This design comes from an exercise in tuning for a short achievable clock period and few clock cycles on the open sky130 flow, not from production work. Function was checked by simulation only, so behaviour that the tests miss may differ from the original.

==> inputs of trial 32 <==
## cpuCore
module cpuCore (
    input  wire         clk,
    input  wire         arstN,
    output logic [31:0] imemAddr,
    input  wire  [31:0] imemData,
    output logic [31:0] dmemAddr,
    output logic [31:0] dmemWdata,
    output logic        dmemRe,
    output logic        dmemWe,
    input  wire  [31:0] dmemRdata,
    output logic        halted
);
clock: 6.0 ns
lec_check: 0
cap_margin: 20
core_margin: 2
core_utilization: 40
setup_slack_margin: 3.4
slew_margin: 20
tns_end_percent: 100
run.sh (not shown) runs the stock make flow with config.mk's settings and CLKGATE_MAP_FILE= SYNTH_SCRIPT=/design/flow/synth_recipe.tcl, a recipe that flattens the netlist after the stock synthesis.
==> inputs of build 66, as changes to trial 32 <==
--- a/flow/design.v
+++ b/flow/design.v
@@ -11,20 +11,20 @@
     output logic        dmemWe,
     input  wire  [31:0] dmemRdata,
     output logic        halted
 );
     logic [31:0] pc;
     logic        halting;
     logic [31:0] rf [1:31];
     logic [31:0] xA, xB, xBx, xS;
-    logic [15:0] xLo, xPcHi;
+    logic [15:0] xLo, xPcHi, xHiP1, xHiM1;
     logic [31:0] xAlt;
     logic        xCross, xDown;
-    logic        xFwdSL, xFwdLA, xFwdLB;
+    logic        xFwdSL, xFwdLA, xFwdLB, xFwdBM, xFwdSM;
     logic        xAnd, xOr, xSlt, xArith, xCin, xAddi;
     logic [31:0] xNegI;
     logic [4:0]  xDst;
     logic        xWr, xLoad, xStore, xBr, xFix, xHalt;
     logic [31:0] mRes, mSt;
     logic [4:0]  mDst;
     logic        mWr, mLoad, mStore;
     logic [31:1] mWe;
@@ -62,18 +62,18 @@
     wire xAddW = xWr & xAddi;
     wire beqZ  = beqCond & xAddW &
                  (((rsI == 5'd0) & (xDst == rtI)) | ((rtI == 5'd0) & (xDst == rsI)));
     wire beqX  = beqCond & ~beqZ;
     wire takenF = beqSame | (beqZ & sumZero);
     wire [31:0] mVal = mLoad ? dmemRdata : mRes;
     wire [31:0] rsRf = (rsI == 5'd0) ? 32'd0 : rf[rsI];
     wire [31:0] rtRf = (rtI == 5'd0) ? 32'd0 : rf[rtI];
-    wire [31:0] rsV  = (mWr & (mDst == rsI)) ? mVal : rsRf;
-    wire [31:0] rtV  = (mWr & (mDst == rtI)) ? mVal : rtRf;
+    wire        bypS = mWr & (mDst == rsI);
+    wire        bypT = mWr & (mDst == rtI);
     wire [31:0] pcInc = pc + 32'd1;
     wire [16:0] tgtLo = {1'b0, pc[15:0]} + {1'b0, ins[15:0]} + 17'd1;
     wire        tgtCross = tgtLo[16] ^ ins[15];
     wire [31:0] tgtF  = {pc[31:16], tgtLo[15:0]};
     logic mispredict;
     logic [31:0] res;
     logic [31:0] nextA, nextB, nextBx, nextS;
     wire fire = ~mispredict & ~halting & ~loadUse;
@@ -100,20 +100,24 @@
         xB     <= nextB;
         xBx    <= nextBx;
         xCin   <= subF;
         xAddi  <= isAddi;
         xNegI  <= 32'd0 - immExt;
         xArith <= rAdd | rSub | immOp;
         xS     <= nextS;
         xFwdSL <= hitXt & xLoad;
+        xFwdBM <= fB & (xArith | xSlt);
+        xFwdSM <= fS & (xArith | xSlt);
         xFwdLA <= hitXs & xLoad;
         xFwdLB <= hitXt & xLoad & ~immOp;
         xLo    <= tgtLo[15:0];
         xPcHi  <= pc[31:16];
+        xHiP1  <= pc[31:16] + 16'd1;
+        xHiM1  <= pc[31:16] - 16'd1;
         xCross <= tgtCross;
         xDown  <= ins[15];
         xAnd   <= rAnd;
         xOr    <= rOr;
         xSlt   <= rSlt;
         xDst   <= dst;
     end
     always_ff @(posedge clk or negedge arstN) begin
@@ -127,46 +131,55 @@
             xBr    <= fire & beqX;
             xFix   <= fire & takenF & tgtCross;
             xHalt  <= fire & isHaltW;
         end
     end
     wire [32:0] addW = {xA, 1'b1} + {xBx, xCin};
     wire [31:0] t    = addW[32:1];
     assign sumZero = (xA == xNegI);
-    wire        lt   = (xA[31] ^ xB[31]) ? xA[31] : t[31];
+    wire [31:0] bTrue = xFwdBM ? mRes : xB;
+    wire        lt   = (xA[31] ^ bTrue[31]) ? xA[31] : t[31];
     wire [31:0] lA = xFwdLA ? dmemRdata : xA;
-    wire [31:0] lB = xFwdLB ? dmemRdata : xB;
+    wire [31:0] lB = xFwdLB ? dmemRdata : bTrue;
     assign res = ({32{xArith}} & t) |
                  ({32{xAnd}} & (lA & lB)) | ({32{xOr}} & (lA | lB)) |
                  {31'd0, xSlt & lt};
-    wire        eqR = (xA == xB);
-    wire        eqL = (dmemRdata == (xFwdLA ? xB : xA));
+    wire        eqR = (xA == bTrue);
+    wire        eqL = (dmemRdata == (xFwdLA ? bTrue : xA));
     wire        eq  = (xFwdLA | xFwdLB) ? eqL : eqR;
     assign mispredict = (xBr & eq) | xFix;
-    wire [15:0] altHi = ~xCross ? xPcHi : (xDown ? xPcHi - 16'd1 : xPcHi + 16'd1);
+    wire [15:0] altHi = ~xCross ? xPcHi : (xDown ? xHiM1 : xHiP1);
     assign xAlt = {altHi, xLo};
-    wire [31:0] st = xFwdSL ? dmemRdata : xS;
+    wire [31:0] st = xFwdSL ? dmemRdata : (xFwdSM ? mRes : xS);
     wire        fA = hitXs;
     wire        fB = hitXt & ~immOp;
     wire        fS = hitXt;
     wire [31:0] logicRes = ({32{xAnd}} & (lA & lB)) | ({32{xOr}} & (lA | lB));
-    wire [31:0] earlyA = fA ? logicRes : rsV;
-    wire [31:0] earlyB = immOp ? immExt : (fB ? logicRes : rtV);
-    wire [31:0] earlyS = fS ? logicRes : rtV;
+    wire        selArf = ~fA & ~bypS;
+    wire        selBrf = ~immOp & ~fB & ~bypT;
+    wire        selSrf = ~fS & ~bypT;
+    wire [31:0] othA   = fA ? logicRes : ({32{bypS}} & mVal);
+    wire [31:0] othB   = immOp ? immExt : (fB ? logicRes : ({32{bypT}} & mVal));
+    wire [31:0] othS   = fS ? logicRes : ({32{bypT}} & mVal);
+    wire [31:0] earlyA = ({32{selArf}} & rsRf) | othA;
+    wire [31:0] earlyB = ({32{selBrf}} & rtRf) | othB;
+    wire [31:0] earlyS = ({32{selSrf}} & rtRf) | othS;
     wire        tA = fA & xArith;
     wire        tB = fB & xArith;
-    wire        tS = fS & xArith;
     wire [31:0] eA = {earlyA[31:1], earlyA[0] | (fA & xSlt & lt)};
     wire [31:0] eB = {earlyB[31:1], earlyB[0] | (fB & xSlt & lt)};
-    wire [31:0] eS = {earlyS[31:1], earlyS[0] | (fS & xSlt & lt)};
     assign nextA  = ({32{tA}} & t) | eA;
-    assign nextB  = ({32{tB}} & t) | eB;
-    assign nextBx = ({32{tB}} & (t ^ {32{subF}})) | ({32{~tB}} & (eB ^ {32{subF}}));
-    assign nextS  = ({32{tS}} & t) | eS;
+    assign nextB  = earlyB;
+    wire [31:0] invF  = {32{subF}};
+    wire [31:0] othBx = {othB[31:1], othB[0] | (fB & xSlt & lt)} ^ invF;
+    assign nextBx = ({32{tB}} & (t ^ invF)) |
+                    ({32{~tB & selBrf}} & (rtRf ^ invF)) |
+                    ({32{~tB & ~selBrf}} & othBx);
+    assign nextS  = earlyS;
     always_ff @(posedge clk) begin
         mRes <= res;
         mSt  <= st;
         mDst <= xDst;
     end
     always_ff @(posedge clk or negedge arstN) begin
         if (!arstN) begin
             mWr <= 1'b0; mLoad <= 1'b0; mStore <= 1'b0;
==> flow_summary.toml <==
[yosys]
yosys-top-cells-area = "dfrtp_1 (40%), a21oi_1 (9.8%), dfxtp_1 (8.8%), nor2_1 (7.1%), a22oi_1 (5.8%)"
synth_fa_ha_area_frac = 0.0107

[detailed_routing]
dr.pass1.iters = 13

[timing]
skew_ps = 32.1
slew_headroom = 0.138

[placement]
dp.cells = 9556

[run_status]
outcome = "finished clean"

[layout]
syn2layout_area_growth_pct = 35.6

[setup_path]
slowest_delay_ps = 760

[power]
ir_drop_mv = 0.233

[floorplanning]
die_h_um = 414
dieArea_um2 = 171000
-- figures above: build 66

==> flow_summary.toml <==
[placement]
dp.cells = 9130

[timing]
skew_ps = 46.8
hold_violations = 0
fmax_ghz = 0.291

[clocking]
cts_sinks = 1328

[floorplanning]
dieArea_um2 = 167000

[yosys]
synth_fa_ha_area_frac = 0.0135
yosysTopAreaCell = "dfrtp_1"
synth.most_common_cell = "a21oi_1"
synth_common_cells = "a21oi_1 (1,218), nor2_1 (1,216), dfrtp_1 (1,066)"
yosys-top-cells-area = "dfrtp_1 (41%), a21oi_1 (9.3%), dfxtp_1 (8.0%), nor2_1 (7.0%), a22oi_1 (6.7%)"

[power]
internal-power_mw = 16.4
ir_drop_mv = 0.279

[setup_path]
slowest_delay_ps = 660
worstPathMaxFanout = 6
worstReg2RegStart = "xBx[0]"

[layout]
syn2layout_area_growth_pct = 35.9

[run_status]
outcome = "finished clean"

[detailed_routing]
dr.pass1.iters = 14
-- figures above: trial 32

Testbench counts of trial 32, summed over its fixed seeds: cycles 28,070.
Testbench counts of build 66, summed over its fixed seeds: cycles 28,070.

separate check: timing with driven ports:
The flow's constraints put no driver on any port. The routed layouts listed below were extracted and timed again, unchanged, in two steps.
Step 1 assumes that a clkbuf_16 drives the clock port and a buf_2 every other input.
Step 2, shift: input delay + t, output delay - t, t = (earliest + latest rising clock arrival at the registers) / 2. This alone moves slack from input paths to output paths.
a / b / c = ideal ports / drivers / drivers and shift; a / b = the first two.
run | t, ns | setup slack, ns | hold WS [ns] | worst setup path at the end | pins driven straight from the clock port
trial 32 | 0.913 | 2.564 / 2.430 / 1.517 | 0.375 / 0.375 / 0.375 | input to register | 1
build 66 | 0.919 | 2.563 / 2.548 / 1.630 | 0.362 / 0.362 / 0.362 | input to register | 1
After both steps setup and hold are still met in every run listed. The setup slack of trial 32, which loses most, moves by -0.134 ns with the drivers and by -1.047 ns with both steps.
